From an optimization exercise on the open Yosys and OpenROAD flow, aimed at small area; shortcuts taken in it are not production practice. In this exercise RTL edits were held to simulation tests only and were not proved equivalent to the original. Power figures rest on the tool's default switching activity, not on a simulated workload.

===== design/flow/design.v =====
package fc_output_collector_pkg;
    localparam int N_HIDDEN   = 128;
    localparam int DATA_W_DEF = 16;
    localparam int CNT_W_DEF  = 8;
endpackage
module fc_output_collector_act_buffer #(
    parameter int DEPTH  = 128,
    parameter int DATA_W = 15
) (
    input  logic              clk,
    input  logic              shift,
    input  logic [DATA_W-1:0] din,
    output logic [DATA_W-1:0] dout
);
    logic [DATA_W-1:0] mem_r [DEPTH];
    always_ff @(posedge clk) begin
        if (shift) begin
            mem_r[0] <= din;
            for (int i = 1; i < DEPTH; i++) begin
                mem_r[i] <= mem_r[i-1];
            end
        end
    end
    assign dout = mem_r[DEPTH-1];
endmodule
module fc_output_collector #(
    parameter int N_NEURONS = fc_output_collector_pkg::N_HIDDEN,
    parameter int DATA_W    = fc_output_collector_pkg::DATA_W_DEF,
    parameter bit RELU_EN   = 1'b1,
    parameter int CNT_W     = fc_output_collector_pkg::CNT_W_DEF
) (
    input  logic                  clk,
    input  logic                  reset,
    input  logic [DATA_W-1:0]     s_data,
    input  logic                  s_valid,
    input  logic                  s_done,
    output logic                  m_start,
    output logic [DATA_W-1:0]     m_data,
    output logic                  m_valid,
    output logic                  frame_done,
    output logic                  busy,
    output logic                  err_short,
    output logic                  err_drop
);
    localparam int IDX_W = (N_NEURONS > 1) ? $clog2(N_NEURONS) : 1;
    localparam int MEM_W = RELU_EN ? DATA_W - 1 : DATA_W;
    logic [IDX_W-1:0]  idx_r;
    logic              last_s;
    logic              we_s;
    logic              complete_s;
    logic              abort_s;
    logic              next_valid_s;
    logic [MEM_W-1:0]  wdata_s;
    logic [MEM_W-1:0]  rdata_s;
    logic              m_start_r;
    logic [MEM_W-1:0]  m_data_r;
    logic              m_valid_r;
    logic              frame_done_r;
    logic              busy_r;
    logic              err_short_r;
    logic              err_drop_r;
    assign last_s       = (idx_r == IDX_W'(N_NEURONS - 1));
    assign we_s         = !busy_r && s_valid;
    assign complete_s   = we_s && last_s;
    assign abort_s      = !busy_r && s_done && !complete_s && (idx_r != '0);
    assign next_valid_s = m_start_r || (m_valid_r && !last_s);
    if (RELU_EN) begin : g_relu
        assign wdata_s = s_data[DATA_W-1] ? '0 : s_data[MEM_W-1:0];
    end else begin : g_norelu
        assign wdata_s = s_data;
    end
    fc_output_collector_act_buffer #(
        .DEPTH  (N_NEURONS),
        .DATA_W (MEM_W)
    ) u_act_buffer (
        .clk   (clk),
        .shift (s_valid || busy_r),
        .din   (wdata_s),
        .dout  (rdata_s)
    );
    always_ff @(posedge clk or negedge reset) begin
        if (!reset) begin
            idx_r        <= '0;
            m_start_r    <= 1'b0;
            m_data_r     <= '0;
            m_valid_r    <= 1'b0;
            frame_done_r <= 1'b0;
            busy_r       <= 1'b0;
            err_short_r  <= 1'b0;
            err_drop_r   <= 1'b0;
        end else begin
            if (abort_s) begin
                idx_r <= '0;
            end else if (we_s || m_valid_r) begin
                idx_r <= idx_r + 1'b1;
            end
            m_start_r    <= complete_s;
            m_valid_r    <= next_valid_s;
            m_data_r     <= next_valid_s ? rdata_s : '0;
            frame_done_r <= m_valid_r && last_s;
            busy_r       <= complete_s || (busy_r && !frame_done_r);
            err_short_r  <= err_short_r || abort_s;
            err_drop_r   <= err_drop_r || (busy_r && s_valid);
        end
    end
    assign m_start    = m_start_r;
    assign m_data     = {{(DATA_W-MEM_W){1'b0}}, m_data_r};
    assign m_valid    = m_valid_r;
    assign frame_done = frame_done_r;
    assign busy       = busy_r;
    assign err_short  = err_short_r;
    assign err_drop   = err_drop_r;
endmodule

===== design/flow/constraint.sdc =====
create_clock -name core_clock -period 4.0 [get_ports {clk}]
set_input_delay 0.8000 -clock core_clock [delete_from_list [all_inputs] [get_ports {clk}]]
set_output_delay 0.8000 -clock core_clock [all_outputs]
set_load 0.01 [all_outputs]

===== design/flow/run.sh =====
#!/bin/bash
# synth_recipe.tcl (not shown) runs the flow's synth.tcl, then flattens the netlist and writes it again
# the make line also repeats each setting of config.mk as NAME=value (left out here)
make -C /OpenROAD-flow-scripts/flow DESIGN_CONFIG=/design/flow/config.mk WORK_HOME=/design/flow/orfs CLKGATE_MAP_FILE= SYNTH_SCRIPT=/design/flow/synth_recipe.tcl finish

===== design/flow/config.mk =====
export PLATFORM = sky130hd
export DESIGN_NAME = fc_output_collector
export DESIGN_NICKNAME = fc_output_collector
export VERILOG_FILES = /design/flow/design.v
export SDC_FILE = /design/flow/constraint.sdc
export NUM_CORES = 4
export LEC_CHECK = 0
export CAP_MARGIN = 20
export CORE_MARGIN = 2
export CORE_UTILIZATION = 40
export SLEW_MARGIN = 20

==> results_dict.tcl, run 1 <==
set metrics [dict create \
    clock_insertion_delay_worst_skew_ns 0.78 \
    fillCellCount 11600 \
    comb_power_share_pct 0.1 \
    multi_input_comb_area_um2 468 \
    grt_start_max_net_pins 134 \
    post_cts_buffers 0 \
    drtIter0Drc 1879 \
    seq_area_frac_synth_pct 99.2 \
    grt_pass1_vias 19300 \
    critical_path.startpoint_type "flip-flop" \
    wire_length_of_the_first_global_routing_pass_um 105000 \
    cellInternalPower_mw 32.3 \
    cp.arrival_ns 1.87 \
    place_inst 4038 \
    timing_worst_slew_pin_value_ns 0.686 \
    clkSinkCount 1948 \
    globalRoute.totalOverflow 0 \
    timing.critical_path.cells "clkdlybuf4s50_1" \
    worstPathRequired_ns 3.20 \
    initial_antenna_violation_count 0 \
    instances_no_fill 4374 \
    setup.worst_path.start "m_valid_r$_DFF_PN0_" \
    drtAntennaViolNets 0 \
    power_leakage_nw 27.1 \
    worstReg2RegStart "busy_r$_DFF_PN0_" \
    cts_tree "yes" \
    ctsLongestPathBuffers 3 \
    cts_bufs_inserted 182 \
    ys_seq_elements 1948 \
    critical_path.slowest_cell "sky130_fd_sc_hd__clkdlybuf4s50_1" \
    p_sw_share_pct 18.1 \
    yosys_warning_count 3 \
    layout_worst_path_cycle_share_pct 66.6 \
    overall_routing_resource_usage_pct 8.57 \
    hold_crit_class "flip-flop to flip-flop" \
    routed-via-count 19200 \
    fp.dieH_um 388 \
    finalHoldViolCount 0 \
    site_row_count 140 \
    hpwlAfterDp_um 27900 \
    cp.depth 1 \
    total_switching_power_mw 7.13 \
    post_route_clock_skew_ns 0.0319 \
    area_growth_syn_to_layout_pct 15.9 \
    viasPerCell 4.39 \
    synthesis.area_per_instance_um2 29.0 \
    min-delay-start "u_act_buffer.mem_r[113][13]$_DFFE_PP_" \
    timing.slew.headroom_pct 54.3 \
    detail_route.first_pass.iterations 5 \
    cp-end-kind "output port" \
    critPathKind "flip-flop to output port" \
    clock_tree.htree_level_count 4 \
    fp.dieArea_um2 150000 \
    setup_repair_after_global_routing_missed_its_margin "false" \
    synth_cells 2028 \
    clock_tree.root_cell "sky130_fd_sc_hd__clkbuf_16" \
    antenna_cells_inserted 0 \
    cellPowerDensity_nw_per_um2 578 \
    cp.buffers_inverters 1 \
    layout-drive-gt1-share_pct 13.0 \
    routedWlPerCell_um 15.0 \
    outcome "finished clean" \
    vdd_drop_max_mv 0.392 \
    power.sequential.fraction_pct 57.6 \
    fin_hold_ws_ns 0.393 \
    initial_core_util_pct 40.3 \
    worst_hold_path.num_cells 0 \
    drt_wl_total_um 65500 \
    r2r.worst_path.cells 4 \
    netlist-cell-type-count 28 \
    final-setup-viol-count 0 \
    clk_pin_slew_worst_paths_ns 0.06 \
    fmax_ghz 0.375 \
    clock_power_share_pct 42.3 \
    drv.max_cap_violation_count 0 \
    coreArea_um2 146000 \
    critPathTopFamily "buffers and inverters" \
    place.gp.congestion 0.694 \
    nNetsFinal 2328 \
    total_power_mw 39.4 \
    postSynthNetCount 2050 \
    slew_violations 0 \
    io_buffers 40 \
    number_of_cells_upsized_or_downsized_after_cts 0 \
    top_fanout_value_on_the_critical_path 9 \
    mappedNetlistArea_um2 58900 \
    slowest_delay_ns 0.60 \
    fp.dieW_um 388 \
    cts-hold-fix-buffers 0 \
    drc 0 \
    sequential_cell_area_um2 58400 \
    min_period_ns 2.67 \
    floorplan.io_pins 42 \
]
worst paths after layout:
check | endpoint | slack, ns
min in group asynchronous | idx_r[3]$_DFFE_PN0P_ | 0.55
max in group asynchronous | idx_r[2]$_DFFE_PN0P_ | 2.98
setup reg to reg | u_act_buffer.mem_r[3][11]$_DFFE_PP_ | 1.97
hold / removal | u_act_buffer.mem_r[114][13]$_DFFE_PP_ | 0.39
setup / recovery | m_valid | 1.33
hold reg to reg | u_act_buffer.mem_r[114][13]$_DFFE_PP_ | 0.39
layout make-up:
| class | count | share of cell area, % |
|---|---|---|
| repair buffers | 97 | 1.63 |
| clock buffers | 223 | 7.06 |
| inverters | 7 | 0.0440 |
| clock inverters | 112 | 1.50 |
| flip-flops and latches | 1948 | 85.6 |
| multi-input cells | 70 | 0.686 |
| well taps | 1917 | 3.52 |
layer usage:
metal	GRT usage [%]	share of wire, %
met1	12.7	50
met4	3.95	2.7
met3	2.65	4.7
met5	0	0
met2	11.6	43
flip-flops by register name, indices dropped and copies added (netlist names):
register	cells
err_drop_r	1
u_act_buffer.mem_r	1920
err_short_r	1
m_valid_r	1
m_data_r	15
busy_r	1
frame_done_r	1
m_start_r	1
idx_r	7
cells in the mapped netlist (all sizes together):
| library cell | number | share of area (%) |
|---|---|---|
| o21ai | 3 | 0.026 |
| conb | 1 | 0.0064 |
| o211ai | 1 | 0.021 |
| o2111ai | 2 | 0.030 |
| inv | 7 | 0.045 |
| nand4 | 1 | 0.011 |
| or3 | 1 | 0.013 |
| xor2 | 4 | 0.060 |
| nor2b | 16 | 0.17 |
| o22ai | 1 | 0.011 |
| nand2 | 4 | 0.026 |
| and3 | 2 | 0.021 |
| o21a | 1 | 0.013 |
| ha | 2 | 0.043 |
| dfrtp | 28 | 1.2 |
| xnor2 | 1 | 0.015 |
| a311oi | 1 | 0.015 |
| a21o | 2 | 0.026 |
| clkbuf | 1 | 0.0064 |
| or2 | 1 | 0.011 |
| or4b | 1 | 0.023 |
| nor2 | 8 | 0.051 |
| edfxtp | 1920 | 98 |
| a21oi | 1 | 0.0085 |
| buf | 2 | 0.021 |
| nor4 | 1 | 0.011 |
| and2 | 15 | 0.16 |
layout by cell type, fill, tap and decap left out, types with 2 or more instances in the layout:
master,count
sky130_fd_sc_hd__edfxtp_1,1920
sky130_fd_sc_hd__clkbuf_16,187
sky130_fd_sc_hd__clkinv_1,42
sky130_fd_sc_hd__clkdlybuf4s50_1,39
sky130_fd_sc_hd__clkbuf_1,36
sky130_fd_sc_hd__clkinv_2,35
sky130_fd_sc_hd__buf_4,33
sky130_fd_sc_hd__dfrtp_1,28
sky130_fd_sc_hd__buf_12,23
sky130_fd_sc_hd__bufinv_16,17
sky130_fd_sc_hd__nor2b_1,16
sky130_fd_sc_hd__and2_1,15
sky130_fd_sc_hd__nor2_1,8
sky130_fd_sc_hd__inv_6,8
sky130_fd_sc_hd__inv_1,6
sky130_fd_sc_hd__clkinvlp_4,5
sky130_fd_sc_hd__xor2_1,4
sky130_fd_sc_hd__clkinv_8,4
sky130_fd_sc_hd__nand2_1,3
sky130_fd_sc_hd__o21ai_0,3
sky130_fd_sc_hd__and3_1,2
sky130_fd_sc_hd__a21o_1,2
sky130_fd_sc_hd__o2111ai_1,2
sky130_fd_sc_hd__ha_1,2
sky130_fd_sc_hd__clkinv_4,2
power by group through the flow:
stage	Combinational (mW)	Sequential (mW)	Clock (mW)
2_1_floorplan	0.0109	23.1	0
5_1_grt	0.0431	22.7	18.2
3_3_place_gp	0.0385	23.1	0
4_1_cts	0.0395	22.7	17.3
3_5_place_dp	0.0394	23.1	0
6_report	0.0381	22.7	16.7
cell families (layout without fill, tap and decap cells):
logic type	Yosys count	after routing	share of synthesized area (%)
buf+inv	10	439	0.0723
flops	1948	1948	99.2
other cells	1	1	0.00637
compound gates	12	12	0.149
fa+ha+maj	2	2	0.0425
xor+xnor	5	5	0.0744
simple gates	50	50	0.495
metrics by stage:
| stage | cell area (um^2) | utilization [%] | setup TNS (ns) | setup WS, ns |
|---|---|---|---|---|
| after floorplan | 58900 | - | -9322.44 | -4.86 |
| after global placement | 62400 | 42.7 | 0 | 1.03 |
| after detailed placement | 62400 | 42.7 | 0 | 0.986 |
| after CTS | 68200 | 46.7 | 0 | 1.26 |
| after global routing | 68200 | 46.7 | 0 | 1.23 |
| final | 68200 | 46.7 | 0 | 1.33 |
==> run 2: changes to the inputs <==
--- a/design/flow/design.v
+++ b/design/flow/design.v
@@ -8,20 +8,29 @@
     parameter int DATA_W = 15
 ) (
     input  logic              clk,
+    input  logic              load,
     input  logic              shift,
+    input  logic              shift_n,
+    input  logic              par,
     input  logic [DATA_W-1:0] din,
     output logic [DATA_W-1:0] dout
 );
-    logic [DATA_W-1:0] mem_r [DEPTH];
+    logic [DATA_W-1:0] in_r;
+    logic [DATA_W-1:0] sr_r [1:DEPTH-1];
     always_ff @(posedge clk) begin
-        if (shift) begin
-            mem_r[0] <= din;
-            for (int i = 1; i < DEPTH; i++) begin
-                mem_r[i] <= mem_r[i-1];
-            end
+        if (load) begin
+            in_r <= din;
         end
     end
-    assign dout = mem_r[DEPTH-1];
+    always_ff @(posedge clk) begin
+        sr_r[1] <= ~((({DATA_W{par}} ^ in_r) | {DATA_W{shift_n}}) & (sr_r[1] | {DATA_W{shift}}));
+    end
+    for (genvar i = 2; i < DEPTH; i++) begin : g_stage
+        always_ff @(posedge clk) begin
+            sr_r[i] <= ~((sr_r[i-1] | {DATA_W{shift_n}}) & (sr_r[i] | {DATA_W{shift}}));
+        end
+    end
+    assign dout = sr_r[DEPTH-1] ^ {DATA_W{par}};
 endmodule
 module fc_output_collector #(
     parameter int N_NEURONS = fc_output_collector_pkg::N_HIDDEN,
@@ -52,6 +61,9 @@
     logic              next_valid_s;
     logic [MEM_W-1:0]  wdata_s;
     logic [MEM_W-1:0]  rdata_s;
+    logic              shift_r;
+    logic              shift_n_r;
+    logic              par_r;
     logic              m_start_r;
     logic [MEM_W-1:0]  m_data_r;
     logic              m_valid_r;
@@ -73,11 +85,25 @@
         .DEPTH  (N_NEURONS),
         .DATA_W (MEM_W)
     ) u_act_buffer (
-        .clk   (clk),
-        .shift (s_valid || busy_r),
-        .din   (wdata_s),
-        .dout  (rdata_s)
+        .clk     (clk),
+        .load    (s_valid),
+        .shift   (shift_r),
+        .shift_n (shift_n_r),
+        .par     (par_r),
+        .din     (wdata_s),
+        .dout    (rdata_s)
     );
+    always_ff @(posedge clk or negedge reset) begin
+        if (!reset) begin
+            shift_r   <= 1'b0;
+            shift_n_r <= 1'b1;
+            par_r     <= 1'b0;
+        end else begin
+            shift_r   <= s_valid || busy_r;
+            shift_n_r <= !(s_valid || busy_r);
+            par_r     <= !par_r;
+        end
+    end
     always_ff @(posedge clk or negedge reset) begin
         if (!reset) begin
             idx_r        <= '0;
--- a/design/flow/config.mk
+++ b/design/flow/config.mk
@@ -8,4 +8,5 @@
 export CAP_MARGIN = 20
 export CORE_MARGIN = 2
 export CORE_UTILIZATION = 40
+export CTS_BUF_LIST = sky130_fd_sc_hd__clkbuf_4 sky130_fd_sc_hd__clkbuf_8
 export SLEW_MARGIN = 20
==> run 2 against run 1 <==
  * Still clean
  * Clock-buffer cell count is 263 higher
  * Hold slack worse by 0.075 ns
  * Routed wire length is 29% higher
  * Critical path type unchanged
  * Critical endpoint unchanged
  * Highest routed layer unchanged
==> results_dict.tcl, run 2 <==
set metrics [dict create \
    fin_setup_tns_ns 0 \
    ys_seq_elements 1951 \
    instances_no_fill 6360 \
    setup_repair_after_global_routing_missed_its_margin "false" \
    regMostFlops "u_act_buffer.sr_r" \
    routed-via-count 33000 \
    clock_insertion_delay_worst_skew_ns 0.94 \
    total_switching_power_mw 9.74 \
    min_period_ns 2.98 \
    clock_power_share_pct 38.2 \
    netlist-cell-type-count 43 \
    critical_path.slowest_cell "sky130_fd_sc_hd__clkdlybuf4s50_1" \
    fillCellCount 12100 \
    fin_ws_ns 1.02 \
    hold_crit_class "primary input to asynchronous set/reset pin" \
    met3WireLength_um 3620 \
    area_growth_syn_to_layout_pct 14.7 \
    place_inst 5847 \
    postSynthNetCount 4424 \
    routedWlPerCell_um 13.3 \
    drt_wl_total_um 84500 \
    place.gp.congestion 0.677 \
    synth_top_area_share_pct 70.8 \
    yosys.area.top_type "sky130_fd_sc_hd__dfxtp_1" \
    leading_post_synthesis_cells_by_cell_area "sky130_fd_sc_hd__dfxtp_1 71%, sky130_fd_sc_hd__o22ai_1 22%, sky130_fd_sc_hd__buf_2 1.6%, sky130_fd_sc_hd__clkbuf_1 1.4%, sky130_fd_sc_hd__dfrtp_1 1.4%" \
    final-setup-viol-count 0 \
    topRoutingLayerUsed "met4" \
    clkSinkCount 1951 \
    critPathTopFamily "buffers and inverters" \
    comb_power_share_pct 6.1 \
    cts_bufs_inserted 311 \
    io_buffers 40 \
    globalRoute.totalOverflow 0 \
    clk_pin_slew_worst_paths_ns 0.06 \
    cp.buffers_inverters 1 \
    total_power_mw 43.3 \
    initial_antenna_violation_count 2 \
    grt_pass1_vias 32100 \
    overall_routing_resource_usage_pct 12.1 \
    viasPerCell 5.20 \
    layout_worst_path_cycle_share_pct 74.5 \
    clock_tree.htree_level_count 5 \
    async_s_r_ff_share_synth_pct 1.59 \
    fin_hold_ws_ns 0.318 \
    fp.dieW_um 371 \
    routed-wl-met2_um 35100 \
    cellPowerDensity_nw_per_um2 701 \
    coreArea_um2 134000 \
    worstPathRequired_ns 3.20 \
    critPathKind "flip-flop to output port" \
    outcome "finished clean" \
    initial_core_util_pct 40.3 \
    number_of_cells_upsized_or_downsized_after_cts 0 \
    cts_tree "yes" \
    wire_length_of_the_first_global_routing_pass_um 148000 \
    preCtsSetupSlack_ns 1.46 \
    cp.arrival_ns 2.18 \
    seq_area_frac_synth_pct 73.0 \
    ctsLongestPathBuffers 4 \
    hpwlAfterDp_um 42100 \
    synthesis.area_per_instance_um2 12.2 \
    timing.critical_path.cells "clkdlybuf4s50_1" \
    power_leakage_nw 23.3 \
    cellInternalPower_mw 33.6 \
    grt_start_max_net_pins 232 \
    slew_violations 0 \
    timing_worst_slew_pin_value_ns 1.04 \
    finalHoldViolCount 0 \
    mappedNetlistArea_um2 53900 \
    fmax_ghz 0.335 \
    drc 0 \
    p_sw_share_pct 22.5 \
    cp-end-kind "output port" \
    layout-drive-gt1-share_pct 12.9 \
    post_route_clock_skew_ns 0.0592 \
    drtIter0Drc 1735 \
    cts-hold-fix-buffers 0 \
    fp.dieArea_um2 138000 \
    synthTopCellsByCount "1,905 x sky130_fd_sc_hd__dfxtp_1, 1,905 x sky130_fd_sc_hd__o22ai_1, 200 x sky130_fd_sc_hd__clkbuf_1" \
    synth_enable_flop_cells 15 \
    synth_cells 4402 \
    drv.max_cap_violation_count 0 \
    clock_tree.root_cell "sky130_fd_sc_hd__clkbuf_8" \
    fp.dieH_um 371 \
    nNetsFinal 4414 \
    floorplan.io_pins 42 \
    m1WireLength_um 44000 \
    final_cell_mix "1,905 x sky130_fd_sc_hd__o22ai_1, 1,905 x sky130_fd_sc_hd__dfxtp_1, 383 x sky130_fd_sc_hd__clkbuf_8" \
    synth-main-ff-cell "sky130_fd_sc_hd__dfxtp_1" \
    power.sequential.fraction_pct 55.7 \
    detail_route.first_pass.iterations 5 \
    site_row_count 134 \
    vdd_drop_max_mv 0.336 \
    largest_reg_flops 1905 \
    top_fanout_value_on_the_critical_path 8 \
    post_cts_buffers 0 \
    critical_path.startpoint_type "flip-flop" \
    yosys_warning_count 3 \
    timing.slew.headroom_pct 30.8 \
    drtAntennaViolNets 0 \
    biggest_registers_after_layout "u_act_buffer.sr_r (1905), m_data_r (15), u_act_buffer.in_r (15)" \
    slowest_delay_ns 0.75 \
]
-- run 2: kinds of logic after synthesis --
kind of cell,Yosys count,synth area share [%]
flip-flops,1951,73.0
AO/OA/AOI/OAI,1920,22.3
buffers and inverters,441,3.49
AND/OR/NAND/NOR,53,0.534
XOR/XNOR,33,0.536
adder cells (fa/ha/maj),2,0.0464
other,1,0.00696
multiplexers,1,0.0186
-- run 2: per-stage QoR --
stage               util [%]  instance area, um^2
detailed placement      41.6                55600
finish                  46.3                61800
global placement        41.6                55600
floorplan                  -                53900
CTS                     46.3                61800
global route            46.3                61800
-- run 2: path summary, 6_finish.rpt --
| path | startpoint | end | slack, ns | cells past startpoint |
|---|---|---|---|---|
| min in group core_clock | u_act_buffer.sr_r[93][2]$_DFF_P_ | u_act_buffer.sr_r[94][2]$_DFF_P_ | 0.39 | 1 |
| hold / removal | reset | shift_r$_DFF_PN0_ | 0.32 | 1 |
| setup / recovery | m_valid_r$_DFF_PN0_ | m_valid | 1.02 | 1 |
| hold reg to reg | u_act_buffer.sr_r[93][2]$_DFF_P_ | u_act_buffer.sr_r[94][2]$_DFF_P_ | 0.39 | 1 |
| max in group asynchronous | reset | shift_n_r$_DFF_PN1_ | 2.92 | 2 |
| setup reg to reg | shift_n_r$_DFF_PN1_ | u_act_buffer.sr_r[45][7]$_DFF_P_ | 1.75 | 3 |
-- run 2: final cells by class --
class	count	area (um^2)	area share [%]
Sequential cell	1951	39400	63.7
Clock inverter	25	166	0.269
Clock buffer	486	6040	9.78
Inverter	9	33.8	0.0547
Multi-Input combinational cell	2010	12600	20.5
Tap cell	1768	2210	3.58
Antenna cell	2	5.00	0.00810
Timing Repair Buffer	109	1330	2.15
-- run 2: power by group through the flow --
stage,clock (mW),combinational (mW),sequential [mW]
final,16.5,2.66,24.1
after global routing,18.1,3.02,24.5
after CTS,17.2,2.69,24.1
after detailed placement,0,2.68,24.5
after global placement,0,2.55,24.5
after floorplan,0,2.30,24.1
-- run 2: routing by layer --
layer  track usage [%]  vias to the layer above
met4              4.82                        0
met2              18.1                      396
li1                  -                    17200
met5                 0                        -
met3              3.59                      172
met1              16.5                    15300
==> run 3: changes to the inputs <==
--- a/design/flow/config.mk
+++ b/design/flow/config.mk
@@ -8,5 +8,7 @@
 export CAP_MARGIN = 20
 export CORE_MARGIN = 2
 export CORE_UTILIZATION = 40
-export CTS_BUF_LIST = sky130_fd_sc_hd__clkbuf_4 sky130_fd_sc_hd__clkbuf_8
+export CTS_BUF_LIST = sky130_fd_sc_hd__clkbuf_16
+export CTS_CLUSTER_DIAMETER = 80
+export CTS_CLUSTER_SIZE = 30
 export SLEW_MARGIN = 20
==> run 3 against run 2 <==
  * Register-to-register slack is essentially flat
  * First-iteration DRC count grew 5.2%
  * Clock skew shrank 0.0096 ns
  * Still clean
  * Critical path depth is the same
  * Critical endpoint unchanged
==> results_dict.tcl, run 3 <==
set metrics [dict create \
    outcome "finished clean" \
    area_growth_syn_to_layout_pct 7.23 \
    post_cts_buffers 0 \
    netlist-cell-type-count 43 \
    critPathTopFamily "buffers and inverters" \
    clock_tree.htree_level_count 3 \
    crit_end "m_valid" \
    post_route_clock_skew_ns 0.0496 \
    yosys.area.top_type "sky130_fd_sc_hd__dfxtp_1" \
    grt_pass1_vias 29900 \
    routed-via-count 31500 \
    place.gp.congestion 0.677 \
    globalRoute.totalOverflow 0 \
    critPathKind "flip-flop to output port" \
    drtAntennaViolNets 0 \
    clock_tree.root_cell "sky130_fd_sc_hd__clkbuf_16" \
    final_cell_area_um2 57800 \
    total_switching_power_mw 8.40 \
    grt_start_max_net_pins 232 \
    synthesis.area_per_instance_um2 12.2 \
    power.sequential.fraction_pct 66.9 \
    cellPowerDensity_nw_per_um2 623 \
    fin_setup_tns_ns 0 \
    largest_reg_flops 1905 \
    hpwlAfterDp_um 42100 \
    p_sw_share_pct 23.3 \
    setup.worst_path.start "m_valid_r$_DFF_PN0_" \
    detail_route.first_pass.iterations 5 \
    fin_hold_ws_ns 0.422 \
    worst_reg2reg_endpoint "u_act_buffer.sr_r[123][12]$_DFF_P_" \
    floorplan.io_pins 42 \
    layout-drive-gt1-share_pct 4.14 \
    nNetsFinal 4180 \
    regMostFlops "u_act_buffer.sr_r" \
    number_of_cells_upsized_or_downsized_after_cts 0 \
    clock_power_share_pct 25.8 \
    overall_routing_resource_usage_pct 11.4 \
    initial_core_util_pct 40.3 \
    r2r.worst_path.cells 3 \
    setup_repair_after_global_routing_missed_its_margin "false" \
    timing_worst_slew_pin_value_ns 1.03 \
    async_s_r_ff_share_synth_pct 1.59 \
    total_power_mw 36.0 \
    mappedNetlistArea_um2 53900 \
    finalHoldViolCount 0 \
    synth_top_area_share_pct 70.8 \
    synthTopCellsByCount "1,905 x sky130_fd_sc_hd__dfxtp_1, 1,905 x sky130_fd_sc_hd__o22ai_1, 200 x sky130_fd_sc_hd__clkbuf_1" \
    cp.depth 1 \
    clock_insertion_delay_worst_skew_ns 0.71 \
    yosys_warning_count 3 \
    ys_seq_elements 1951 \
    vdd_drop_max_mv 0.413 \
    fp.dieW_um 371 \
    drt_wl_total_um 80300 \
    slew_violations 0 \
    routedWlPerCell_um 13.5 \
    cts-hold-fix-buffers 0 \
    drv.max_cap_violation_count 0 \
    cts_bufs_inserted 77 \
    viasPerCell 5.30 \
    fmax_ghz 0.356 \
    final-setup-viol-count 0 \
    clkSinkCount 1951 \
    post-route-util_pct 43.2 \
    timing.critical_path.cells "clkdlybuf4s50_1" \
    io_buffers 40 \
    synth-main-ff-cell "sky130_fd_sc_hd__dfxtp_1" \
    cellInternalPower_mw 27.6 \
    ff2ff_setup_slack_ns 1.76 \
    slowest_delay_ns 0.77 \
    fp.dieArea_um2 138000 \
    fp.dieH_um 371 \
    post_dp_cell_area_um2 55600 \
    hold_crit_class "flip-flop to flip-flop" \
    clk_pin_slew_worst_paths_ns 0.12 \
    wire_length_of_the_first_global_routing_pass_um 140000 \
    cp.arrival_ns 2.01 \
    biggest_registers_after_layout "u_act_buffer.sr_r (1905), m_data_r (15), u_act_buffer.in_r (15)" \
    seq_area_frac_synth_pct 73.0 \
    power_leakage_nw 21.1 \
    antenna_cells_inserted 0 \
    timing.slew.headroom_pct 31.2 \
    site_row_count 134 \
    final_cell_mix "1,905 x sky130_fd_sc_hd__o22ai_1, 1,905 x sky130_fd_sc_hd__dfxtp_1, 78 x sky130_fd_sc_hd__clkbuf_16" \
    synth_enable_flop_cells 15 \
    postSynthNetCount 4424 \
    coreArea_um2 134000 \
    cp.buffers_inverters 1 \
    cp-end-kind "output port" \
    ctsLongestPathBuffers 3 \
    top_fanout_value_on_the_critical_path 8 \
    comb_power_share_pct 7.4 \
    min_period_ns 2.81 \
    cts_tree "yes" \
    drc 0 \
    layout_worst_path_cycle_share_pct 70.3 \
    critical_path.startpoint_type "flip-flop" \
    worstPathRequired_ns 3.20 \
    worstReg2RegStart "shift_n_r$_DFF_PN1_" \
    drtIter0Drc 1826 \
    leading_post_synthesis_cells_by_cell_area "sky130_fd_sc_hd__dfxtp_1 71%, sky130_fd_sc_hd__o22ai_1 22%, sky130_fd_sc_hd__buf_2 1.6%, sky130_fd_sc_hd__clkbuf_1 1.4%, sky130_fd_sc_hd__dfrtp_1 1.4%" \
    synth_cells 4402 \
    critical_path.slowest_cell "sky130_fd_sc_hd__clkdlybuf4s50_1" \
    initial_antenna_violation_count 0 \
]
[run 3: through the flow]
| stage | setup slack, ns | std cells |
|---|---|---|
| after floorplan | 2.29 | 4402 |
| after global placement | 1.49 | 5847 |
| after detailed placement | 1.46 | 5847 |
| after CTS | 1.07 | 5951 |
| after global routing | 1.09 | 5951 |
| final | 1.19 | 5951 |
[run 3: worst min path at each step]
stage | endpoint | slack [ns] | startpoint | depth (start not counted)
after floorplan | u_act_buffer.sr_r[1][0]$_DFF_P_ | 0.42 | u_act_buffer.sr_r[1][0]$_DFF_P_ | 1
after global placement | u_act_buffer.sr_r[45][12]$_DFF_P_ | 0.43 | u_act_buffer.sr_r[44][12]$_DFF_P_ | 1
after detailed placement | u_act_buffer.sr_r[100][11]$_DFF_P_ | 0.43 | u_act_buffer.sr_r[99][11]$_DFF_P_ | 1
after CTS | u_act_buffer.sr_r[94][2]$_DFF_P_ | 0.42 | u_act_buffer.sr_r[93][2]$_DFF_P_ | 1
after global routing | u_act_buffer.sr_r[123][0]$_DFF_P_ | 0.44 | u_act_buffer.sr_r[122][0]$_DFF_P_ | 1
final | u_act_buffer.sr_r[125][3]$_DFF_P_ | 0.42 | u_act_buffer.sr_r[124][3]$_DFF_P_ | 1
[run 3: power by group through the flow]
stage / logic, mW / clock network (mW) / registers, mW
6_report: 2.66 / 9.28 / 24.1
2_1_floorplan: 2.30 / 0 / 24.1
5_1_grt: 3.02 / 10.4 / 24.5
3_5_place_dp: 2.68 / 0 / 24.5
3_3_place_gp: 2.55 / 0 / 24.5
4_1_cts: 2.69 / 9.77 / 24.1
[run 3: kinds of logic after synthesis]
logic type	after synthesis	share of synthesized area, %
fa+ha+maj	2	0.0464
mux	1	0.0186
compound gates	1920	22.3
flops	1951	73.0
xor+xnor	33	0.536
simple gates	53	0.534
other cells	1	0.00696
buf+inv	441	3.49
[run 3: cell type report]
| class | instances | area (um^2) |
|---|---|---|
| Fill cell | 12300 | 75800 |
| Sequential cell | 1951 | 39400 |
| Multi-Input combinational cell | 2010 | 12600 |
| Tap cell | 1768 | 2210 |
| Clock buffer | 78 | 1950 |
| Timing Repair Buffer | 109 | 1330 |
| Clock inverter | 26 | 239 |
| Inverter | 9 | 33.8 |
[run 3: per-layer routing]
layer	vias to the layer above	global-route usage, %	wire (um)
met1	14700	16.0	43100
met2	187	18.1	33600
li1	16600	-	-
met5	-	0	0
met3	90	1.92	2110
met4	0	3.27	1460
==> run 4: changes to the inputs <==
--- a/design/flow/config.mk
+++ b/design/flow/config.mk
@@ -5,10 +5,10 @@
 export SDC_FILE = /design/flow/constraint.sdc
 export NUM_CORES = 4
 export LEC_CHECK = 0
-export CAP_MARGIN = 20
+export CAP_MARGIN = 0
 export CORE_MARGIN = 2
 export CORE_UTILIZATION = 40
 export CTS_BUF_LIST = sky130_fd_sc_hd__clkbuf_16
 export CTS_CLUSTER_DIAMETER = 80
 export CTS_CLUSTER_SIZE = 30
-export SLEW_MARGIN = 20
+export SLEW_MARGIN = 0
==> run 4 against run 3 <==
  * Non-clock buffer count stayed put
  * Largest power group unchanged
  * Synthesized cell count is the same
  * Area after synthesis unchanged
  * Clock skew unchanged
  * First-iteration DRC count unchanged
  * Critical path type unchanged
  * Still clean
  * Sequential power is essentially flat
  * Clock-buffer cell count stayed put
==> results_dict.tcl, run 4 <==
set metrics [dict create \
    fin_hold_ws_ns 0.422 \
    layout-drive-gt1-share_pct 4.14 \
    io_buffers 40 \
    overall_routing_resource_usage_pct 11.4 \
    ctsLongestPathBuffers 3 \
    mappedNetlistArea_um2 53900 \
    fmax_ghz 0.356 \
    cp.buffers_inverters 1 \
    vdd_drop_max_mv 0.413 \
    power.sequential.fraction_pct 66.9 \
    critPathKind "flip-flop to output port" \
    slowest_delay_ns 0.77 \
    clock_insertion_delay_worst_skew_ns 0.71 \
    drtIter0Drc 1826 \
    wire_length_of_the_first_global_routing_pass_um 140000 \
    synth_enable_flop_cells 15 \
    drtAntennaViolNets 0 \
    cts_tree "yes" \
    cp-end-kind "output port" \
    area_growth_syn_to_layout_pct 7.23 \
    timing.slew.headroom_pct 31.2 \
    p_sw_share_pct 23.3 \
    min_period_ns 2.81 \
    cellInternalPower_mw 27.6 \
    setup_repair_after_global_routing_missed_its_margin "false" \
    globalRoute.totalOverflow 0 \
    fp.dieH_um 371 \
    synth_cells 4402 \
    floorplan.io_pins 42 \
    async_s_r_ff_share_synth_pct 1.59 \
    topRoutingLayerUsed "met4" \
    fp.dieArea_um2 138000 \
    seq_area_frac_synth_pct 73.0 \
    clock_power_share_pct 25.8 \
    regMostFlops "u_act_buffer.sr_r" \
    comb_power_share_pct 7.4 \
    m1WireLength_um 43100 \
    slew_violations 0 \
    site_row_count 134 \
    post-route-util_pct 43.2 \
    hpwlAfterDp_um 42100 \
    routed-wl-met2_um 33600 \
    antenna_cells_inserted 0 \
    synth-main-ff-cell "sky130_fd_sc_hd__dfxtp_1" \
    critical_path.slowest_cell "sky130_fd_sc_hd__clkdlybuf4s50_1" \
    routedWlPerCell_um 13.5 \
    initial_core_util_pct 40.3 \
    leading_post_synthesis_cells_by_cell_area "sky130_fd_sc_hd__dfxtp_1 71%, sky130_fd_sc_hd__o22ai_1 22%, sky130_fd_sc_hd__buf_2 1.6%, sky130_fd_sc_hd__clkbuf_1 1.4%, sky130_fd_sc_hd__dfrtp_1 1.4%" \
    number_of_cells_upsized_or_downsized_after_cts 0 \
    yosys.area.top_type "sky130_fd_sc_hd__dfxtp_1" \
    worst_hold_path.num_cells 1 \
    grt_start_max_net_pins 232 \
    cts-hold-fix-buffers 0 \
    netlist-cell-type-count 43 \
    critPathTopFamily "buffers and inverters" \
    r2r.worst_path.cells 3 \
    coreArea_um2 134000 \
    cellPowerDensity_nw_per_um2 623 \
    place_inst 5847 \
    viasPerCell 5.30 \
    drv.max_cap_violation_count 0 \
    nNetsFinal 4180 \
    total_switching_power_mw 8.40 \
    final-setup-viol-count 0 \
    outcome "finished clean" \
    ys_seq_elements 1951 \
    clock_tree.root_cell "sky130_fd_sc_hd__clkbuf_16" \
    synthesis.area_per_instance_um2 12.2 \
    place.gp.congestion 0.677 \
    synth_top_area_share_pct 70.8 \
    postSynthNetCount 4424 \
    layout_worst_path_cycle_share_pct 70.3 \
    clkSinkCount 1951 \
    post_cts_buffers 0 \
    cts_bufs_inserted 77 \
    timing.critical_path.cells "clkdlybuf4s50_1" \
    fin_setup_tns_ns 0 \
    clock_tree.htree_level_count 3 \
    biggest_registers_after_layout "u_act_buffer.sr_r (1905), m_data_r (15), u_act_buffer.in_r (15)" \
    initial_antenna_violation_count 0 \
    clk_pin_slew_worst_paths_ns 0.12 \
    instances_no_fill 5951 \
    drc 0 \
    final_cell_mix "1,905 x sky130_fd_sc_hd__o22ai_1, 1,905 x sky130_fd_sc_hd__dfxtp_1, 78 x sky130_fd_sc_hd__clkbuf_16" \
    drt_wl_total_um 80300 \
    fp.dieW_um 371 \
    routed-via-count 31500 \
    met3WireLength_um 2110 \
    yosys_warning_count 3 \
    power_leakage_nw 21.1 \
    timing_worst_slew_pin_value_ns 1.03 \
    top_fanout_value_on_the_critical_path 8 \
    cp.arrival_ns 2.01 \
    finalHoldViolCount 0 \
    grt_pass1_vias 29900 \
    worstPathRequired_ns 3.20 \
    critical_path.startpoint_type "flip-flop" \
    synthTopCellsByCount "1,905 x sky130_fd_sc_hd__dfxtp_1, 1,905 x sky130_fd_sc_hd__o22ai_1, 200 x sky130_fd_sc_hd__clkbuf_1" \
    largest_reg_flops 1905 \
    total_power_mw 36.0 \
    post_route_clock_skew_ns 0.0496 \
    detail_route.first_pass.iterations 5 \
    hold_crit_class "flip-flop to flip-flop" \
    cp.depth 1 \
]
## run 4: area by class of cell
class | instances | area [um^2]
fill | 12300 | 75800
sequential | 1951 | 39400
multi-input combinational | 2010 | 12600
tap | 1768 | 2210
clock buffer | 78 | 1950
timing repair buffer | 109 | 1330
clock inverter | 26 | 239
inverter | 9 | 33.8
## run 4: final timing paths
| kind | startpoint | slack [ns] | to |
|---|---|---|---|
| setup reg to reg | shift_n_r$_DFF_PN1_ | 1.76 | u_act_buffer.sr_r[123][12]$_DFF_P_ |
| hold / removal | u_act_buffer.sr_r[124][3]$_DFF_P_ | 0.42 | u_act_buffer.sr_r[125][3]$_DFF_P_ |
| hold reg to reg | u_act_buffer.sr_r[124][3]$_DFF_P_ | 0.42 | u_act_buffer.sr_r[125][3]$_DFF_P_ |
| max in group asynchronous | reset | 2.71 | shift_n_r$_DFF_PN1_ |
| setup / recovery | m_valid_r$_DFF_PN0_ | 1.19 | m_valid |
| min in group asynchronous | reset | 0.53 | m_valid_r$_DFF_PN0_ |
## run 4: logic make-up after synthesis
group           synth area share, %
fa+ha+maj                    0.0464
buf+inv                        3.49
xor+xnor                      0.536
flops                          73.0
mux                          0.0186
other cells                 0.00696
simple gates                  0.534
compound gates                 22.3
## run 4: power groups by stage
stage,Clock [mW],Combinational (mW),Sequential (mW)
2_1_floorplan,0,2.30,24.1
3_3_place_gp,0,2.55,24.5
3_5_place_dp,0,2.68,24.5
4_1_cts,9.77,2.69,24.1
5_1_grt,10.4,3.02,24.5
6_report,9.28,2.66,24.1
## run 4: per-layer routing
metal / global-route usage [%] / up-vias
met1: 16.0 / 14700
met2: 18.1 / 187
li1: - / 16600
met3: 1.92 / 90
met4: 3.27 / 0
met5: 0 / -
## run 4: through the flow
step,setup WS [ns],instance area [um^2]
2_1_floorplan,2.29,53900
3_3_place_gp,1.49,55600
3_5_place_dp,1.46,55600
4_1_cts,1.07,57800
5_1_grt,1.09,57800
6_report,1.19,57800
## run 4: worst reg2reg max path, stage by stage, from the launching register on
cell and delay, ns:
sky130_fd_sc_hd__dfstp_4 1.14, sky130_fd_sc_hd__buf_12 0.31, sky130_fd_sc_hd__buf_4 0.46, sky130_fd_sc_hd__o22ai_1 0.18
==> run 5: changes to the inputs <==
==> design/flow/config.mk (replaced) <==
export PLATFORM = sky130hd
export DESIGN_NAME = fc_output_collector
export DESIGN_NICKNAME = fc_output_collector
export VERILOG_FILES = /design/flow/design.v
export SDC_FILE = /design/flow/constraint.sdc
export NUM_CORES = 4
export LEC_CHECK = 0
export CAP_MARGIN = 20
export CORE_MARGIN = 2
export CORE_UTILIZATION = 40
export CTS_BUF_LIST = sky130_fd_sc_hd__clkbuf_16
export CTS_CLUSTER_DIAMETER = 60
export CTS_CLUSTER_SIZE = 36
export SLEW_MARGIN = 20
==> run 5 against run 4 <==
  * Power is 9.7% higher
  * Clock power is 38% higher
  * Combinational power hardly changed
  * Area after synthesis stayed put
  * Synthesized cell count stayed put
  * Hold slack worse by 0.013 ns
  * Sequential cell count stayed put
  * Register-to-register slack hardly changed
  * Critical endpoint unchanged
==> results_dict.tcl, run 5 <==
set metrics [dict create \
    outcome "finished clean" \
    top_fanout_value_on_the_critical_path 8 \
    post_dp_cell_area_um2 55600 \
    power.sequential.fraction_pct 61.0 \
    drc 0 \
    layout-drive-gt1-share_pct 6.43 \
    worstPathRequired_ns 3.20 \
    place.gp.congestion 0.677 \
    async_s_r_ff_share_synth_pct 1.59 \
    finalHoldViolCount 0 \
    cp.buffers_inverters 1 \
    initial_core_util_pct 40.3 \
    cp.arrival_ns 2.04 \
    initial_antenna_violation_count 0 \
    ff2ff_setup_slack_ns 1.77 \
    cts-hold-fix-buffers 0 \
    synth_fa_ha_area_share_pct 0.0464 \
    sequential_cell_area_um2 39400 \
    number_of_cells_upsized_or_downsized_after_cts 0 \
    worstReg2RegStart "shift_n_r$_DFF_PN1_" \
    total_switching_power_mw 9.51 \
    post_route_clock_skew_ns 0.0460 \
    area_growth_syn_to_layout_pct 10.4 \
    cp-end-kind "output port" \
    hold_crit_class "flip-flop to flip-flop" \
    layout_worst_path_cycle_share_pct 71.0 \
    critical_path.startpoint_type "flip-flop" \
    synth_cells 4402 \
    clock_tree.htree_level_count 3 \
    slowest_delay_ns 0.78 \
    io_buffers 40 \
    post-route-util_pct 44.5 \
    site_row_count 134 \
    regMostFlops "u_act_buffer.sr_r" \
    clk_pin_slew_worst_paths_ns 0.09 \
    clock_insertion_delay_worst_skew_ns 0.73 \
    yosys.area.top_type "sky130_fd_sc_hd__dfxtp_1" \
    grt_start_max_net_pins 232 \
    synth_top_family_by_area "compound AO/OA/AOI/OAI gates" \
    post_synthesis_share_of_cell_area_spent_on_and_or_nand_and_nor_gates_pct 0.534 \
    critical_path.slowest_cell "sky130_fd_sc_hd__clkdlybuf4s50_1" \
    p_sw_share_pct 24.1 \
    r2r.worst_path.cells 3 \
    largest_reg_flops 1905 \
    power_leakage_nw 21.9 \
    slew_violations 0 \
    fp.dieW_um 371 \
    instances_no_fill 6049 \
    synthesis.area_per_instance_um2 12.2 \
    drv.max_cap_violation_count 0 \
    ys_seq_elements 1951 \
    seq_area_frac_synth_pct 73.0 \
    synth-main-ff-cell "sky130_fd_sc_hd__dfxtp_1" \
    synthTopCellsByCount "1,905 x sky130_fd_sc_hd__dfxtp_1, 1,905 x sky130_fd_sc_hd__o22ai_1, 200 x sky130_fd_sc_hd__clkbuf_1" \
    worst_reg2reg_endpoint "u_act_buffer.sr_r[104][10]$_DFF_P_" \
    multi_input_comb_area_um2 12600 \
    timing.slew.headroom_pct 31.0 \
    drtAntennaViolNets 0 \
    clock_tree.root_cell "sky130_fd_sc_hd__clkbuf_16" \
    netlist-cell-type-count 43 \
    timing_worst_slew_pin_value_ns 1.04 \
    leading_post_synthesis_cells_by_cell_area "sky130_fd_sc_hd__dfxtp_1 71%, sky130_fd_sc_hd__o22ai_1 22%, sky130_fd_sc_hd__buf_2 1.6%, sky130_fd_sc_hd__clkbuf_1 1.4%, sky130_fd_sc_hd__dfrtp_1 1.4%" \
    ctsLongestPathBuffers 3 \
    min_period_ns 2.84 \
    yosys_warning_count 3 \
    globalRoute.totalOverflow 0 \
    coreArea_um2 134000 \
    compound_gate_portion_of_the_synthesized_area_pct 22.3 \
    fin_hold_ws_ns 0.408 \
    vdd_drop_max_mv 0.416 \
    yosys-mux-area-fraction_pct 0.0186 \
    postSynthNetCount 4424 \
    fp.dieArea_um2 138000 \
    mappedNetlistArea_um2 53900 \
    overall_routing_resource_usage_pct 11.6 \
    fp.dieH_um 371 \
    final-setup-viol-count 0 \
    clock_power_share_pct 32.3 \
    clkSinkCount 1951 \
    final_cell_area_um2 59500 \
    min-delay-start "u_act_buffer.sr_r[16][8]$_DFF_P_" \
    final_cell_mix "1,905 x sky130_fd_sc_hd__o22ai_1, 1,905 x sky130_fd_sc_hd__dfxtp_1, 108 x sky130_fd_sc_hd__clkbuf_16" \
    routed-via-count 31900 \
    nNetsFinal 4211 \
    floorplan.io_pins 42 \
    fin_setup_tns_ns 0 \
    cts_bufs_inserted 108 \
    fmax_ghz 0.352 \
    viasPerCell 5.27 \
    setup_repair_after_global_routing_missed_its_margin "false" \
    cts_tree "yes" \
    synth_enable_flop_cells 15 \
    grt_pass1_vias 30300 \
    drtIter0Drc 1862 \
    comb_power_share_pct 6.7 \
    post_cts_buffers 0 \
    fillCellCount 12200 \
    timing.critical_path.cells "clkdlybuf4s50_1" \
    detail_route.first_pass.iterations 5 \
    critPathTopFamily "buffers and inverters" \
    wire_length_of_the_first_global_routing_pass_um 142000 \
    place_inst 5847 \
    worst_hold_path.num_cells 1 \
    whs_endpoint "u_act_buffer.sr_r[17][8]$_DFF_P_" \
    critPathKind "flip-flop to output port" \
    synth-xor-area-share_pct 0.536 \
    biggest_registers_after_layout "u_act_buffer.sr_r (1905), m_data_r (15), u_act_buffer.in_r (15)" \
    hpwlAfterDp_um 42100 \
    synth_top_area_share_pct 70.8 \
    cellPowerDensity_nw_per_um2 664 \
    routedWlPerCell_um 13.4 \
    drt_wl_total_um 81100 \
    cellInternalPower_mw 30.0 \
]
## run 5: cell counts after synthesis
Identical to the previous run, type by type.
## run 5: power by group through the flow
stage	clock network, mW	logic (mW)	registers, mW
floorplan	0	2.30	24.1
global placement	0	2.55	24.5
detailed placement	0	2.68	24.5
CTS	13.3	2.69	24.1
global route	14.0	3.02	24.5
finish	12.8	2.66	24.1
## run 5: kinds of logic (layout without fill, tap and decap cells)
group | count (synthesis) | in the layout
xor gates and xnor gates | 33 | 33
DFF | 1951 | 1951
AOI/OAI and AO/OA | 1920 | 1920
buffers and inverters | 441 | 319
and+or+nand+nor | 53 | 53
adders and majority gates | 2 | 2
other | 1 | 2
muxes | 1 | 1
## run 5: worst max path at each step
stage / cells past startpoint / slack (ns) / end / startpoint
2_1_floorplan: 4 / 2.29 / idx_r[3]$_DFFE_PN0P_ / s_valid
3_3_place_gp: 5 / 1.49 / idx_r[1]$_DFFE_PN0P_ / s_done
3_5_place_dp: 5 / 1.46 / idx_r[1]$_DFFE_PN0P_ / s_done
4_1_cts: 1 / 1.03 / m_valid / m_valid_r$_DFF_PN0_
5_1_grt: 1 / 1.07 / m_valid / m_valid_r$_DFF_PN0_
6_report: 1 / 1.16 / m_valid / m_valid_r$_DFF_PN0_
## run 5: final cells by class
class / instances / share of cell area [%]
flip-flops and latches: 1951 / 66.2
multi-input cells: 2010 / 21.3
clock buffers: 108 / 4.54
well taps: 1768 / 3.72
repair buffers: 109 / 2.24
clock inverters: 93 / 2.03
inverters: 9 / 0.0568
diodes: 1 / 0.00420
## run 5: layer usage
metal | share of wire [%] | global-route usage, %
met2 | 42 | 18.0
met3 | 2.8 | 2.04
met1 | 53 | 16.2
met5 | 0 | 0
met4 | 2.0 | 3.70
## run 5: through the flow
| step | total power [mW] | setup WS [ns] |
|---|---|---|
| 5_1_grt | 41.5 | 1.07 |
| 4_1_cts | 40.0 | 1.03 |
| 2_1_floorplan | 26.4 | 2.29 |
| 6_report | 39.5 | 1.16 |
| 3_3_place_gp | 27.0 | 1.49 |
| 3_5_place_dp | 27.2 | 1.46 |
==> run 6: changes to the inputs <==
--- a/design/flow/config.mk
+++ b/design/flow/config.mk
@@ -8,7 +8,4 @@
 export CAP_MARGIN = 20
 export CORE_MARGIN = 2
 export CORE_UTILIZATION = 40
-export CTS_BUF_LIST = sky130_fd_sc_hd__clkbuf_16
-export CTS_CLUSTER_DIAMETER = 60
-export CTS_CLUSTER_SIZE = 36
 export SLEW_MARGIN = 20
==> run 6 against run 5 <==
  * Still clean
  * Critical path depth is the same
  * Hold slack is essentially flat
  * Clock-buffer cell count grew 153
  * Utilization grew 1.8 points
  * Global-route usage grew 0.39 points
==> results_dict.tcl, run 6 <==
set metrics [dict create \
    outcome "finished clean" \
    cts_tree "yes" \
    io_buffers 40 \
    viasPerCell 5.24 \
    p_sw_share_pct 22.6 \
    postSynthNetCount 4424 \
    largest_reg_flops 1905 \
    post_dp_cell_area_um2 55600 \
    final_cell_mix "1,905 x sky130_fd_sc_hd__o22ai_1, 1,905 x sky130_fd_sc_hd__dfxtp_1, 184 x sky130_fd_sc_hd__clkbuf_16" \
    final_cell_area_um2 61900 \
    grt_start_max_net_pins 232 \
    synth-main-ff-cell "sky130_fd_sc_hd__dfxtp_1" \
    leading_post_synthesis_cells_by_cell_area "sky130_fd_sc_hd__dfxtp_1 71%, sky130_fd_sc_hd__o22ai_1 22%, sky130_fd_sc_hd__buf_2 1.6%, sky130_fd_sc_hd__clkbuf_1 1.4%, sky130_fd_sc_hd__dfrtp_1 1.4%" \
    regMostFlops "u_act_buffer.sr_r" \
    critical_path.startpoint_type "flip-flop" \
    slew_violations 0 \
    critPathKind "flip-flop to output port" \
    initial_antenna_violation_count 1 \
    routedWlPerCell_um 13.4 \
    top_fanout_value_on_the_critical_path 8 \
    clk_pin_slew_worst_paths_ns 0.06 \
    coreArea_um2 134000 \
    cp.buffers_inverters 1 \
    comb_power_share_pct 6.0 \
    biggest_registers_after_layout "u_act_buffer.sr_r (1905), m_data_r (15), u_act_buffer.in_r (15)" \
    overall_routing_resource_usage_pct 11.9 \
    worst_reg2reg_endpoint "u_act_buffer.sr_r[77][9]$_DFF_P_" \
    worstPathRequired_ns 3.20 \
    r2r.worst_path.cells 3 \
    yosys_warning_count 3 \
    cellInternalPower_mw 34.2 \
    synthTopCellsByCount "1,905 x sky130_fd_sc_hd__dfxtp_1, 1,905 x sky130_fd_sc_hd__o22ai_1, 200 x sky130_fd_sc_hd__clkbuf_1" \
    clock_tree.htree_level_count 4 \
    floorplan.io_pins 42 \
    clock_power_share_pct 39.4 \
    post_cts_buffers 0 \
    synth_top_area_share_pct 70.8 \
    number_of_cells_upsized_or_downsized_after_cts 0 \
    ctsLongestPathBuffers 3 \
    hpwlAfterDp_um 42100 \
    routed-via-count 32400 \
    worstReg2RegStart "shift_n_r$_DFF_PN1_" \
    ys_seq_elements 1951 \
    wire_length_of_the_first_global_routing_pass_um 146000 \
    yosys.area.top_type "sky130_fd_sc_hd__dfxtp_1" \
    area_growth_syn_to_layout_pct 14.8 \
    drtIter0Drc 1788 \
    cellPowerDensity_nw_per_um2 714 \
    setup_repair_after_global_routing_missed_its_margin "false" \
    cp-end-kind "output port" \
    site_row_count 134 \
    vdd_drop_max_mv 0.435 \
    clkSinkCount 1951 \
    worst_hold_path.num_cells 1 \
    place.gp.congestion 0.677 \
    fp.dieH_um 371 \
    globalRoute.totalOverflow 0 \
    finalHoldViolCount 0 \
    async_s_r_ff_share_synth_pct 1.59 \
    cp.arrival_ns 2.03 \
    power_leakage_nw 23.1 \
    cts_bufs_inserted 182 \
    slowest_delay_ns 0.75 \
    layout-drive-gt1-share_pct 8.56 \
    nNetsFinal 4285 \
    timing.critical_path.cells "clkdlybuf4s50_1" \
    drtAntennaViolNets 0 \
    synth_enable_flop_cells 15 \
    critical_path.slowest_cell "sky130_fd_sc_hd__clkdlybuf4s50_1" \
    fp.dieArea_um2 138000 \
    synth_cells 4402 \
    drt_wl_total_um 83100 \
    hold_crit_class "flip-flop to flip-flop" \
    final-setup-viol-count 0 \
    whs_endpoint "u_act_buffer.sr_r[104][6]$_DFF_P_" \
    mappedNetlistArea_um2 53900 \
    seq_area_frac_synth_pct 73.0 \
    detail_route.first_pass.iterations 5 \
    timing.slew.headroom_pct 30.0 \
    layout_worst_path_cycle_share_pct 70.7 \
    grt_pass1_vias 31100 \
    drv.max_cap_violation_count 0 \
    initial_core_util_pct 40.3 \
    netlist-cell-type-count 43 \
    min_period_ns 2.83 \
    ff2ff_setup_slack_ns 1.77 \
    cts-hold-fix-buffers 0 \
    fin_setup_tns_ns 0 \
    critPathTopFamily "buffers and inverters" \
    fp.dieW_um 371 \
    min-delay-start "u_act_buffer.sr_r[103][6]$_DFF_P_" \
    drc 0 \
    total_power_mw 44.2 \
    clock_insertion_delay_worst_skew_ns 0.78 \
    synthesis.area_per_instance_um2 12.2 \
    clock_tree.root_cell "sky130_fd_sc_hd__clkbuf_16" \
    total_switching_power_mw 9.98 \
    fmax_ghz 0.354 \
    post_route_clock_skew_ns 0.0395 \
    power.sequential.fraction_pct 54.6 \
    timing_worst_slew_pin_value_ns 1.05 \
]
[run 6: cell counts after synthesis]
Identical to the previous run, type by type.
[run 6: worst max-delay path by stage]
stage / start / to / cells past startpoint
after detailed placement: s_done / idx_r[1]$_DFFE_PN0P_ / 5
after CTS: m_valid_r$_DFF_PN0_ / m_valid / 1
after floorplan: s_valid / idx_r[3]$_DFFE_PN0P_ / 4
after global placement: s_done / idx_r[1]$_DFFE_PN0P_ / 5
after global routing: m_valid_r$_DFF_PN0_ / m_valid / 1
final: m_valid_r$_DFF_PN0_ / m_valid / 1
[run 6: cells by family (layout without fill, tap and decap cells)]
| logic type | count (synthesis) | in the layout | synth area share, % |
|---|---|---|---|
| flops | 1951 | 1951 | 73.0 |
| compound gates | 1920 | 1920 | 22.3 |
| fa+ha+maj | 2 | 2 | 0.0464 |
| buf+inv | 441 | 454 | 3.49 |
| xor+xnor | 33 | 33 | 0.536 |
| mux | 1 | 1 | 0.0186 |
| other cells | 1 | 2 | 0.00696 |
| simple gates | 53 | 53 | 0.534 |
[run 6: final cells by class]
class | instances | area (um^2)
antenna | 1 | 2.50
tap | 1768 | 2210
sequential | 1951 | 39400
inverter | 9 | 33.8
clock inverter | 75 | 1010
fill | 11900 | 71800
timing repair buffer | 109 | 1330
multi-input combinational | 2010 | 12600
clock buffer | 261 | 5260
[run 6: per-stage QoR]
stage	worst slack (ns)	hold slack [ns]	cells	utilization, %
detailed placement	1.46	0.431	5847	41.6
global route	1.04	0.434	6183	46.3
global placement	1.49	0.430	5847	41.6
finish	1.17	0.408	6184	46.3
CTS	1.02	0.412	6183	46.3
floorplan	2.29	0.422	4402	-
[run 6: power by group through the flow]
stage | clock network (mW) | registers, mW | logic [mW]
after global placement | 0 | 24.5 | 2.55
after detailed placement | 0 | 24.5 | 2.68
after global routing | 18.8 | 24.5 | 3.03
after floorplan | 0 | 24.1 | 2.30
final | 17.4 | 24.1 | 2.66
after CTS | 17.9 | 24.1 | 2.69
[run 6: layer usage]
layer | vias to the layer above | wire length (um) | GRT usage (%)
met3 | 141 | 2540 | 2.65
met4 | 0 | 1790 | 4.37
met5 | - | 0 | 0
li1 | 16900 | - | -
met1 | 15100 | 44000 | 16.5
met2 | 286 | 34800 | 18.3
==> run 7: changes to the inputs <==
--- a/design/flow/config.mk
+++ b/design/flow/config.mk
@@ -7,5 +7,8 @@
 export LEC_CHECK = 0
 export CAP_MARGIN = 20
 export CORE_MARGIN = 2
-export CORE_UTILIZATION = 40
+export CORE_UTILIZATION = 65
+export CTS_BUF_LIST = sky130_fd_sc_hd__clkbuf_8
+export CTS_CLUSTER_DIAMETER = 50
+export CTS_CLUSTER_SIZE = 22
 export SLEW_MARGIN = 20
==> run 7 against run 6 <==
  * Still clean
  * Cell area shrank 6.6%
  * Setup slack improved by 0.12 ns
  * Routed wire length increased by 0.73%
  * Area after synthesis unchanged
  * Clock power down 37%
  * Power decreased by 14%
  * Final cell count shrank 13%
  * Utilization rose by 24 points
  * Critical path type unchanged
==> results_dict.tcl, run 7 <==
set metrics [dict create \
    number_of_cells_upsized_or_downsized_after_cts 0 \
    timing.slew.headroom_pct 34.4 \
    worstPathRequired_ns 3.20 \
    drt_wl_total_um 83700 \
    ctsLongestPathBuffers 3 \
    final_cell_mix "1,905 x sky130_fd_sc_hd__o22ai_1, 1,905 x sky130_fd_sc_hd__dfxtp_1, 147 x sky130_fd_sc_hd__clkbuf_8" \
    coreArea_um2 82100 \
    clock_insertion_delay_worst_skew_ns 0.81 \
    timing_worst_slew_pin_value_ns 0.984 \
    layout-drive-gt1-share_pct 7.47 \
    fin_setup_tns_ns 0 \
    power_leakage_nw 21.6 \
    cp-end-kind "output port" \
    area_growth_syn_to_layout_pct 7.25 \
    post_route_clock_skew_ns 0.0443 \
    cts-hold-fix-buffers 0 \
    drtAntennaViolNets 0 \
    post_cts_buffers 0 \
    netlist-cell-type-count 43 \
    place.gp.congestion 0.736 \
    synth_enable_flop_cells 15 \
    cp.arrival_ns 1.91 \
    grt_pass1_vias 31900 \
    clk_pin_slew_worst_paths_ns 0.09 \
    critPathTopFamily "buffers and inverters" \
    largest_reg_flops 1905 \
    routedWlPerCell_um 15.5 \
    outcome "finished clean" \
    yosys.area.top_type "sky130_fd_sc_hd__dfxtp_1" \
    synth-main-ff-cell "sky130_fd_sc_hd__dfxtp_1" \
    finalHoldViolCount 0 \
    site_row_count 105 \
    layout_worst_path_cycle_share_pct 67.7 \
    synthesis.area_per_instance_um2 12.2 \
    mappedNetlistArea_um2 53900 \
    cellPowerDensity_nw_per_um2 654 \
    cts_tree "yes" \
    nNetsFinal 4242 \
    critPathKind "flip-flop to output port" \
    fmax_ghz 0.369 \
    async_s_r_ff_share_synth_pct 1.59 \
    biggest_registers_after_layout "u_act_buffer.sr_r (1905), m_data_r (15), u_act_buffer.in_r (15)" \
    drtIter0Drc 1751 \
    clock_tree.htree_level_count 4 \
    routed-via-count 32500 \
    postSynthNetCount 4424 \
    critical_path.startpoint_type "flip-flop" \
    synth_top_area_share_pct 70.8 \
    cp.buffers_inverters 1 \
    drc 0 \
    setup_repair_after_global_routing_missed_its_margin "false" \
    yosys_warning_count 3 \
    min_period_ns 2.71 \
    ff2ff_setup_slack_ns 1.79 \
    fp.dieW_um 292 \
    timing.critical_path.cells "clkdlybuf4s50_1" \
    detail_route.first_pass.iterations 5 \
    total_power_mw 37.8 \
    wire_length_of_the_first_global_routing_pass_um 146000 \
    floorplan.io_pins 42 \
    globalRoute.totalOverflow 0 \
    io_buffers 40 \
    seq_area_frac_synth_pct 73.0 \
    slew_violations 0 \
    hpwlAfterDp_um 45800 \
    initial_core_util_pct 65.6 \
    synthTopCellsByCount "1,905 x sky130_fd_sc_hd__dfxtp_1, 1,905 x sky130_fd_sc_hd__o22ai_1, 200 x sky130_fd_sc_hd__clkbuf_1" \
    clock_tree.root_cell "sky130_fd_sc_hd__clkbuf_8" \
    final-setup-viol-count 0 \
    ys_seq_elements 1951 \
    critical_path.slowest_cell "sky130_fd_sc_hd__clkdlybuf4s50_1" \
    clkSinkCount 1951 \
    fp.dieH_um 292 \
    slowest_delay_ns 0.62 \
    viasPerCell 6.02 \
    fp.dieArea_um2 85200 \
    overall_routing_resource_usage_pct 19.3 \
    drv.max_cap_violation_count 0 \
    top_fanout_value_on_the_critical_path 8 \
    vdd_drop_max_mv 0.532 \
    leading_post_synthesis_cells_by_cell_area "sky130_fd_sc_hd__dfxtp_1 71%, sky130_fd_sc_hd__o22ai_1 22%, sky130_fd_sc_hd__buf_2 1.6%, sky130_fd_sc_hd__clkbuf_1 1.4%, sky130_fd_sc_hd__dfrtp_1 1.4%" \
    grt_start_max_net_pins 229 \
    post-route-util_pct 70.4 \
    cts_bufs_inserted 142 \
    initial_antenna_violation_count 1 \
    hold_crit_class "primary input to asynchronous set/reset pin" \
    regMostFlops "u_act_buffer.sr_r" \
    synth_cells 4402 \
]
## run 7: cell counts after synthesis
No cell type changed its count.
## run 7: kinds of logic (layout without fill, tap and decap cells)
group / Yosys count / count (layout) / share of synthesized area, %
adders and majority gates: 2 / 2 / 0.0464
buffers and inverters: 441 / 375 / 3.49
DFF: 1951 / 1951 / 73.0
muxes: 1 / 1 / 0.0186
xor gates and xnor gates: 33 / 33 / 0.536
AOI/OAI and AO/OA: 1920 / 1920 / 22.3
other: 1 / 2 / 0.00696
and+or+nand+nor: 53 / 53 / 0.534
## run 7: report_power, final
part	switching (mW)	internal, mW	total (mW)	leakage [nW]
clock	6.36	4.58	10.9	1.64
combinational	1.23	1.46	2.69	3.32
sequential	1.66	22.5	24.2	16.6
total	9.25	28.5	37.8	21.6
## run 7: area by class of cell
type,count,area [um^2]
clock inverter,113,1170
timing repair buffer,106,1210
tap,1070,1340
inverter,9,33.8
fill,5833,24300
clock buffer,147,2020
sequential,1951,39400
antenna,1,2.50
multi-input combinational,2010,12600
## run 7: worst paths after layout
| kind | cells past startpoint | endpoint | from |
|---|---|---|---|
| max | 1 | m_valid | m_valid_r$_DFF_PN0_ |
| min | 2 | m_data_r[2]$_DFF_PN0_ | reset |
| max reg2reg | 2 | u_act_buffer.sr_r[67][4]$_DFF_P_ | shift_n_r$_DFF_PN1_ |
| min reg2reg | 1 | u_act_buffer.sr_r[5][4]$_DFF_P_ | u_act_buffer.sr_r[4][4]$_DFF_P_ |
| max in group asynchronous | 2 | shift_n_r$_DFF_PN1_ | reset |
| min in group core_clock | 1 | u_act_buffer.sr_r[5][4]$_DFF_P_ | u_act_buffer.sr_r[4][4]$_DFF_P_ |
## run 7: per-layer routing
| metal | vias up | global-route usage [%] | share of wire [%] |
|---|---|---|---|
| met5 | - | 0 | 0 |
| met1 | 15400 | 27.1 | 52 |
| met2 | 313 | 31.0 | 44 |
| met3 | 128 | 3.36 | 2.7 |
| met4 | 0 | 5.73 | 1.8 |
| li1 | 16700 | - | - |
## run 7: metrics by stage
| stage | hold WS [ns] | instance area (um^2) | worst slack [ns] | instances |
|---|---|---|---|---|
| floorplan | 0.422 | 53900 | 2.29 | 4402 |
| global placement | 0.432 | 54600 | 1.51 | 5146 |
| detailed placement | 0.431 | 54600 | 1.42 | 5146 |
| CTS | 0.350 | 57800 | 1.21 | 5406 |
| global route | 0.384 | 57800 | 1.18 | 5407 |
| finish | 0.417 | 57800 | 1.29 | 5407 |

==> port drivers added, routing unchanged <==
In the flow no input, the clock included, has a driving cell. The finished layouts below were timed again as built, in two steps. Step 1 assumes that a clkbuf_16 drives the clock port and a buf_2 every other input. Step 2 adds t to the input delays and takes it off the output delays; t is the mean of the earliest and latest rising clock arrival at the registers after step 1. Input paths then give back, and output paths get back, about the clock's delay inside the block. Three values: no drivers, after step 1, after step 2; two values: the first two.
run | t (ns) | setup WS [ns] | worst setup path after step 2 | pins driven straight from the clock port
run 1 | 0.827 | 1.334 / 1.272 / 0.965 | input to register | 1
run 2 | 0.984 | 1.019 / 0.945 / 1.464 | input to register | 1
run 3 | 0.763 | 1.190 / 1.112 / 1.478 | input to register | 1
run 4 | 0.763 | 1.190 / 1.112 / 1.478 | input to register | 1
run 5 | 0.791 | 1.159 / 1.084 / 1.461 | input to register | 1
run 6 | 0.835 | 1.173 / 1.098 / 1.478 | input to register | 1
run 7 | 0.849 | 1.291 / 1.231 / 1.402 | input to register | 1
After both steps every run listed still meets setup and hold. For run 1, which loses most, drivers alone change the setup slack by -0.062 ns; drivers and shift together by -0.369 ns.
